Background: an optimization exercise with open tools, aiming at small area. Do not read the settings as production practice. Where RTL was checked, it was by simulation tests only, not by an equivalence proof against the original. Power and IR drop assume default switching activity.

==> violet <==
Design video_frontend, start of the top module:
module video_frontend (
    input  logic         PCLK_i,
    input  logic         rst_n_i,
    input  logic [7:0]   r_i,
    input  logic [7:0]   g_i,
    input  logic [7:0]   b_i,
    input  logic         hs_i,
    input  logic         vs_i,
    input  logic         hsync_pol_i,
    input  logic         vsync_pol_i,
    input  logic         csc_enable_i,
    input  logic         csc_std_i,
    input  logic [11:0]  h_total_i,
    input  logic [11:0]  h_active_i,
    input  logic [11:0]  h_synclen_i,
    input  logic [11:0]  h_backporch_i,
    input  logic [10:0]  v_active_i,
    input  logic [10:0]  v_synclen_i,
    input  logic [10:0]  v_backporch_i,
    output logic [7:0]   r_o,
    output logic [7:0]   g_o,
    output logic [7:0]   b_o,
    output logic         hsync_o,
    output logic         vsync_o,
    output logic         de_o,
    output logic [10:0]  xpos_o,
    output logic [10:0]  ypos_o,
    output logic [10:0]  lines_total_o,
    output logic         frame_change_o
);
==> module sync_timing_decode, before the edit <==
module sync_timing_decode (
    input  logic        PCLK_i,
    input  logic        rst_n_i,
    input  logic        hs_i,
    input  logic        vs_i,
    input  logic        hsync_pol_i,
    input  logic        vsync_pol_i,
    input  logic [11:0] h_synclen_i,
    input  logic [11:0] h_backporch_i,
    input  logic [11:0] h_active_i,
    input  logic [10:0] v_synclen_i,
    input  logic [10:0] v_backporch_i,
    input  logic [10:0] v_active_i,
    output logic        hsync_o,
    output logic        vsync_o,
    output logic        de_o,
    output logic [10:0] xpos_o,
    output logic [10:0] ypos_o,
    output logic        frame_change_o,
    output logic [10:0] lines_total_o
);
    logic [11:0] h_cnt;
    logic [10:0] v_cnt;
    logic        hs_np_q;
    logic        vs_np_q;
    logic        vs_pending;
    logic [4:0]  hsync_sr;
    logic [4:0]  vsync_sr;
    logic [4:0]  de_sr;
    logic [10:0] xpos_sr [5];
    logic [10:0] ypos_sr [5];
    wire hs_np       = hs_i ^ ~hsync_pol_i;
    wire vs_np       = vs_i ^ ~vsync_pol_i;
    wire line_start  = hs_np_q & ~hs_np;
    wire vs_fall     = vs_np_q & ~vs_np;
    wire frame_start = line_start & vs_pending;
    wire [11:0] h_inc = h_cnt + 12'd1;
    wire [10:0] v_inc = v_cnt + 11'd1;
    wire [11:0] h_start = h_synclen_i + h_backporch_i;
    wire [12:0] h_diff  = {1'b0, h_cnt} - {1'b0, h_start};
    wire [12:0] h_endc  = {1'b0, h_start} + {1'b0, h_active_i};
    wire        h_in    = ~h_diff[12] & ~h_endc[12] & (h_diff[11:0] < h_active_i);
    wire [10:0] v_start = v_synclen_i + v_backporch_i;
    wire [11:0] v_diff  = {1'b0, v_cnt} - {1'b0, v_start};
    wire [11:0] v_endc  = {1'b0, v_start} + {1'b0, v_active_i};
    wire        v_in    = ~v_diff[11] & ~v_endc[11] & (v_diff[10:0] < v_active_i);
    always_ff @(posedge PCLK_i or negedge rst_n_i) begin
        if (!rst_n_i) begin
            hs_np_q        <= 1'b0;
            vs_np_q        <= 1'b0;
            vs_pending     <= 1'b0;
            h_cnt          <= '0;
            v_cnt          <= '0;
            hsync_sr       <= '1;
            vsync_sr       <= '1;
            de_sr          <= '0;
            frame_change_o <= 1'b0;
            lines_total_o  <= '0;
        end else begin
            hs_np_q        <= hs_np;
            vs_np_q        <= vs_np;
            frame_change_o <= frame_start;
            vs_pending     <= vs_fall | (vs_pending & ~frame_start);
            hsync_sr[4:1]  <= hsync_sr[3:0];
            vsync_sr[4:1]  <= vsync_sr[3:0];
            de_sr          <= {de_sr[3:0], h_in & v_in};
            if (line_start) begin
                h_cnt       <= '0;
                hsync_sr[0] <= 1'b0;
                if (vs_pending) begin
                    v_cnt         <= 11'd1;
                    lines_total_o <= v_cnt;
                    vsync_sr[0]   <= 1'b0;
                end else begin
                    v_cnt <= v_inc;
                    if (v_inc == v_synclen_i)
                        vsync_sr[0] <= 1'b1;
                end
            end else begin
                h_cnt <= h_inc;
                if (h_inc == h_synclen_i)
                    hsync_sr[0] <= 1'b1;
            end
        end
    end
    always_ff @(posedge PCLK_i) begin
        xpos_sr[0] <= h_diff[10:0];
        ypos_sr[0] <= v_diff[10:0];
        for (int i = 1; i < 5; i++) begin
            xpos_sr[i] <= xpos_sr[i-1];
            ypos_sr[i] <= ypos_sr[i-1];
        end
    end
    assign hsync_o = hsync_sr[4];
    assign vsync_o = vsync_sr[4];
    assign de_o    = de_sr[4];
    assign xpos_o  = xpos_sr[4];
    assign ypos_o  = ypos_sr[4];
endmodule
==> flow/config.mk <==
export PLATFORM = sky130hd
export DESIGN_NAME = video_frontend
export DESIGN_NICKNAME = video_frontend
export VERILOG_FILES = /design/flow/design.v
export SDC_FILE = /design/flow/constraint.sdc
export NUM_CORES = 4
export LEC_CHECK = 0
export CAP_MARGIN = 20
export CORE_MARGIN = 2
export CORE_UTILIZATION = 40
export SLEW_MARGIN = 20
==> flow/constraint.sdc <==
create_clock -name core_clock -period 6.0 [get_ports {PCLK_i}]
set_input_delay 1.2000 -clock core_clock [delete_from_list [all_inputs] [get_ports {PCLK_i}]]
set_output_delay 1.2000 -clock core_clock [all_outputs]
set_load 0.01 [all_outputs]
standard.sh (not shown) runs the stock make flow with config.mk's settings and CLKGATE_MAP_FILE= SYNTH_SCRIPT=/design/flow/synth_recipe.tcl, a recipe that flattens the netlist after the stock synthesis.
==> flow/flow/run.sh <==
#!/bin/bash
# The standard layout (the standard.sh: standard synthesis, floorplan, power grid,
# placement, CTS, routing) with two changes: the port buffers are the smallest buffer
# cell, and clock tree synthesis uses its own buffer list and sink clusters, without
# dummy loads. Each tool's output is in orfs/logs, make's in make.log.
set -euo pipefail
bash standard.sh \
  "BUFFER_PORTS_ARGS=-buffer_cell sky130_fd_sc_hd__buf_1" \
  "CTS_ARGS=-sink_clustering_enable -repair_clock_nets -dont_use_dummy_load -buf_list sky130_fd_sc_hd__clkbuf_8 -sink_clustering_size 16 -sink_clustering_max_diameter 60" \
  finish > make.log 2>&1
==> indigo (differences from violet) <==
--- a/flow/design.v
+++ b/flow/design.v
@@ -46,14 +46,48 @@
     wire frame_start = line_start & vs_pending;
     wire [11:0] h_inc = h_cnt + 12'd1;
     wire [10:0] v_inc = v_cnt + 11'd1;
+    function automatic logic carry12(input logic [11:0] a, input logic [11:0] b, input logic cin);
+        logic c;
+        c = cin;
+        for (int i = 0; i < 12; i++)
+            c = (a[i] & b[i]) | (c & (a[i] | b[i]));
+        carry12 = c;
+    endfunction
+    function automatic logic [13:0] add14(input logic [13:0] a, input logic [13:0] b, input logic cin);
+        logic c;
+        c = cin;
+        for (int i = 0; i < 14; i++) begin
+            add14[i] = a[i] ^ b[i] ^ c;
+            c = (a[i] & b[i]) | (c & (a[i] ^ b[i]));
+        end
+    endfunction
+    function automatic logic [12:0] add12(input logic [11:0] a, input logic [11:0] b, input logic cin);
+        logic c;
+        c = cin;
+        for (int i = 0; i < 12; i++) begin
+            add12[i] = a[i] ^ b[i] ^ c;
+            c = (a[i] & b[i]) | (c & (a[i] ^ b[i]));
+        end
+        add12[12] = c;
+    endfunction
     wire [11:0] h_start = h_synclen_i + h_backporch_i;
-    wire [12:0] h_diff  = {1'b0, h_cnt} - {1'b0, h_start};
-    wire [12:0] h_endc  = {1'b0, h_start} + {1'b0, h_active_i};
-    wire        h_in    = ~h_diff[12] & ~h_endc[12] & (h_diff[11:0] < h_active_i);
+    wire [11:0] h_nsl   = ~h_synclen_i;
+    wire [11:0] h_nbp   = ~h_backporch_i;
+    wire [13:0] h_t     = add14({2'b0, h_cnt ^ h_nsl ^ h_nbp},
+                                {1'b0, (h_cnt & h_nsl) | (h_nbp & (h_cnt ^ h_nsl)), 1'b1}, 1'b1);
+    wire        h_sc    = carry12(h_synclen_i, h_backporch_i, 1'b0);
+    wire        h_ge    = h_t[13] | (h_sc & h_t[12]);
+    wire [12:0] h_diff  = {~h_ge, h_t[11:0]};
+    wire        h_in    = h_ge & ~carry12(h_start, h_active_i, 1'b0) & ~carry12(h_diff[11:0], ~h_active_i, 1'b1);
     wire [10:0] v_start = v_synclen_i + v_backporch_i;
-    wire [11:0] v_diff  = {1'b0, v_cnt} - {1'b0, v_start};
-    wire [11:0] v_endc  = {1'b0, v_start} + {1'b0, v_active_i};
-    wire        v_in    = ~v_diff[11] & ~v_endc[11] & (v_diff[10:0] < v_active_i);
+    wire [10:0] v_nsl   = ~v_synclen_i;
+    wire [10:0] v_nbp   = ~v_backporch_i;
+    wire [13:0] v_t     = add14({3'b0, v_cnt ^ v_nsl ^ v_nbp},
+                                {2'b0, (v_cnt & v_nsl) | (v_nbp & (v_cnt ^ v_nsl)), 1'b1}, 1'b1);
+    wire        v_sc    = carry12({1'b1, v_synclen_i}, {1'b0, v_backporch_i}, 1'b0);
+    wire        v_ge    = v_t[12] | (v_sc & v_t[11]);
+    wire [11:0] v_diff  = {~v_ge, v_t[10:0]};
+    wire        v_in    = v_ge & ~carry12({1'b0, v_start}, {1'b0, v_active_i}, 1'b0) & ~carry12({1'b0, v_diff[10:0]}, {1'b1, ~v_active_i}, 1'b1);
     always_ff @(posedge PCLK_i or negedge rst_n_i) begin
         if (!rst_n_i) begin
             hs_np_q        <= 1'b0;
--- a/flow/config.mk
+++ b/flow/config.mk
@@ -8,4 +8,5 @@
 export CAP_MARGIN = 20
 export CORE_MARGIN = 2
 export CORE_UTILIZATION = 40
+export GPL_TIMING_DRIVEN = 0
 export SLEW_MARGIN = 20
==> harbor (differences from violet) <==
--- a/flow/design.v
+++ b/flow/design.v
@@ -46,14 +46,21 @@
     wire frame_start = line_start & vs_pending;
     wire [11:0] h_inc = h_cnt + 12'd1;
     wire [10:0] v_inc = v_cnt + 11'd1;
+    function automatic logic carry12(input logic [11:0] a, input logic [11:0] b, input logic cin);
+        logic c;
+        c = cin;
+        for (int i = 0; i < 12; i++)
+            c = (a[i] & b[i]) | (c & (a[i] | b[i]));
+        carry12 = c;
+    endfunction
     wire [11:0] h_start = h_synclen_i + h_backporch_i;
     wire [12:0] h_diff  = {1'b0, h_cnt} - {1'b0, h_start};
     wire [12:0] h_endc  = {1'b0, h_start} + {1'b0, h_active_i};
-    wire        h_in    = ~h_diff[12] & ~h_endc[12] & (h_diff[11:0] < h_active_i);
+    wire        h_in    = ~h_diff[12] & ~carry12(h_start, h_active_i, 1'b0) & ~carry12(h_diff[11:0], ~h_active_i, 1'b1);
     wire [10:0] v_start = v_synclen_i + v_backporch_i;
     wire [11:0] v_diff  = {1'b0, v_cnt} - {1'b0, v_start};
     wire [11:0] v_endc  = {1'b0, v_start} + {1'b0, v_active_i};
-    wire        v_in    = ~v_diff[11] & ~v_endc[11] & (v_diff[10:0] < v_active_i);
+    wire        v_in    = ~v_diff[11] & ~carry12({1'b0, v_start}, {1'b0, v_active_i}, 1'b0) & ~carry12({1'b0, v_diff[10:0]}, {1'b1, ~v_active_i}, 1'b1);
     always_ff @(posedge PCLK_i or negedge rst_n_i) begin
         if (!rst_n_i) begin
             hs_np_q        <= 1'b0;
--- a/flow/config.mk
+++ b/flow/config.mk
@@ -8,4 +8,5 @@
 export CAP_MARGIN = 20
 export CORE_MARGIN = 2
 export CORE_UTILIZATION = 40
+export GPL_TIMING_DRIVEN = 0
 export SLEW_MARGIN = 20
==> comparison table <==
                                                                                        harbor                            violet                            indigo
Leakage dissipation                                                                     7.46 nW                           8.12 nW                           7.43 nW
Worst setup endpoint                                               csc_execute_inst.px_sr[0][1]  sync_timing_decode_inst.de_sr[0]  sync_timing_decode_inst.de_sr[0]
Run status                                                              complete, no violations           complete, no violations          finished with violations
Layout check failures                                                                         -                                 -              negative setup slack
Area of the core region                                                               36700 µm²                         37700 µm²                         36700 µm²
Crit Reg-Reg Startpoint                                                 csc_execute_inst.std_s1           csc_execute_inst.std_s1  sync_timing_decode_inst.h_cnt[1]
Sequential share of the synthesized area                                                  0.405                             0.395                             0.404
Worst Path Required                                                                     6510 ps                           6470 ps                           6520 ps
Detailed placement HPWL                                                                25100 µm                          26000 µm                          25500 µm
Mean instance size in the synthesized netlist                                          10.6 µm²                          10.5 µm²                          10.7 µm²
Final core utilization                                                                    0.452                             0.467                             0.458
Most Frequent Cell on Critical Path                                                        fa_1                              ha_1                              fa_2
Die ar.                                                                               38900 µm²                         39800 µm²                         39000 µm²
Startpoint of the most critical setup path                              csc_execute_inst.std_s1                    v_synclen_i[0]                    h_synclen_i[1]
DP Area                                                                               16100 µm²                         17100 µm²                         16200 µm²
Clock share of power                                                                      0.155                             0.158                             0.154
Final setup viols                                                                             0                                 0                                 1
Max-slew headroom at the worst pin                                                        0.426                             0.516                             0.579
Setup slack after layout                                                                 189 ps                            278 ps                           -889 ps
Effective utilization at floorplan                                                        0.407                             0.406                             0.408
WP depth                                                                                     19                                22                                21
Routed wirelength normalized by instance count                                          15.1 µm                           14.4 µm                           15.5 µm
Fraction of final layout cells with drive strength greater than 1                        0.0576                            0.0992                            0.0603
No functional check of the RTL was part of indigo.

static timing again, ports no longer ideal:
Ports are ideal in the flow. The routed layouts listed here were re-timed in OpenROAD.
Step 1, drivers: a clkbuf_16 drives PCLK_i and a buf_2 each remaining input, both assumed.
Step 2 moves the port delays by t, midway between the first and last clock arrival at a register: inputs arrive t later, outputs are due t later. That takes back most of the time a late clock gives input paths.
Three values: ideal ports, drivers, drivers and shift; two values: the first two.
| run | t, ns | setup WS [ns] | worst hold slack (ns) | worst setup path after step 2 |
|---|---|---|---|---|
| violet | 0.633 | 0.278 / 0.305 / -0.329 | 0.268 / 0.268 / 0.268 | input to register |
| indigo | 0.611 | -0.889 / -0.881 / -1.492 | 0.283 / 0.283 / 0.283 | input to register |
| harbor | 0.606 | 0.189 / 0.189 / 0.189 | 0.292 / 0.292 / 0.292 | register to register |
With both steps, setup timing fails in violet, where it was met with ideal ports. The setup slack of violet, which loses most, moves by +0.027 ns with the drivers and by -0.607 ns with both steps.
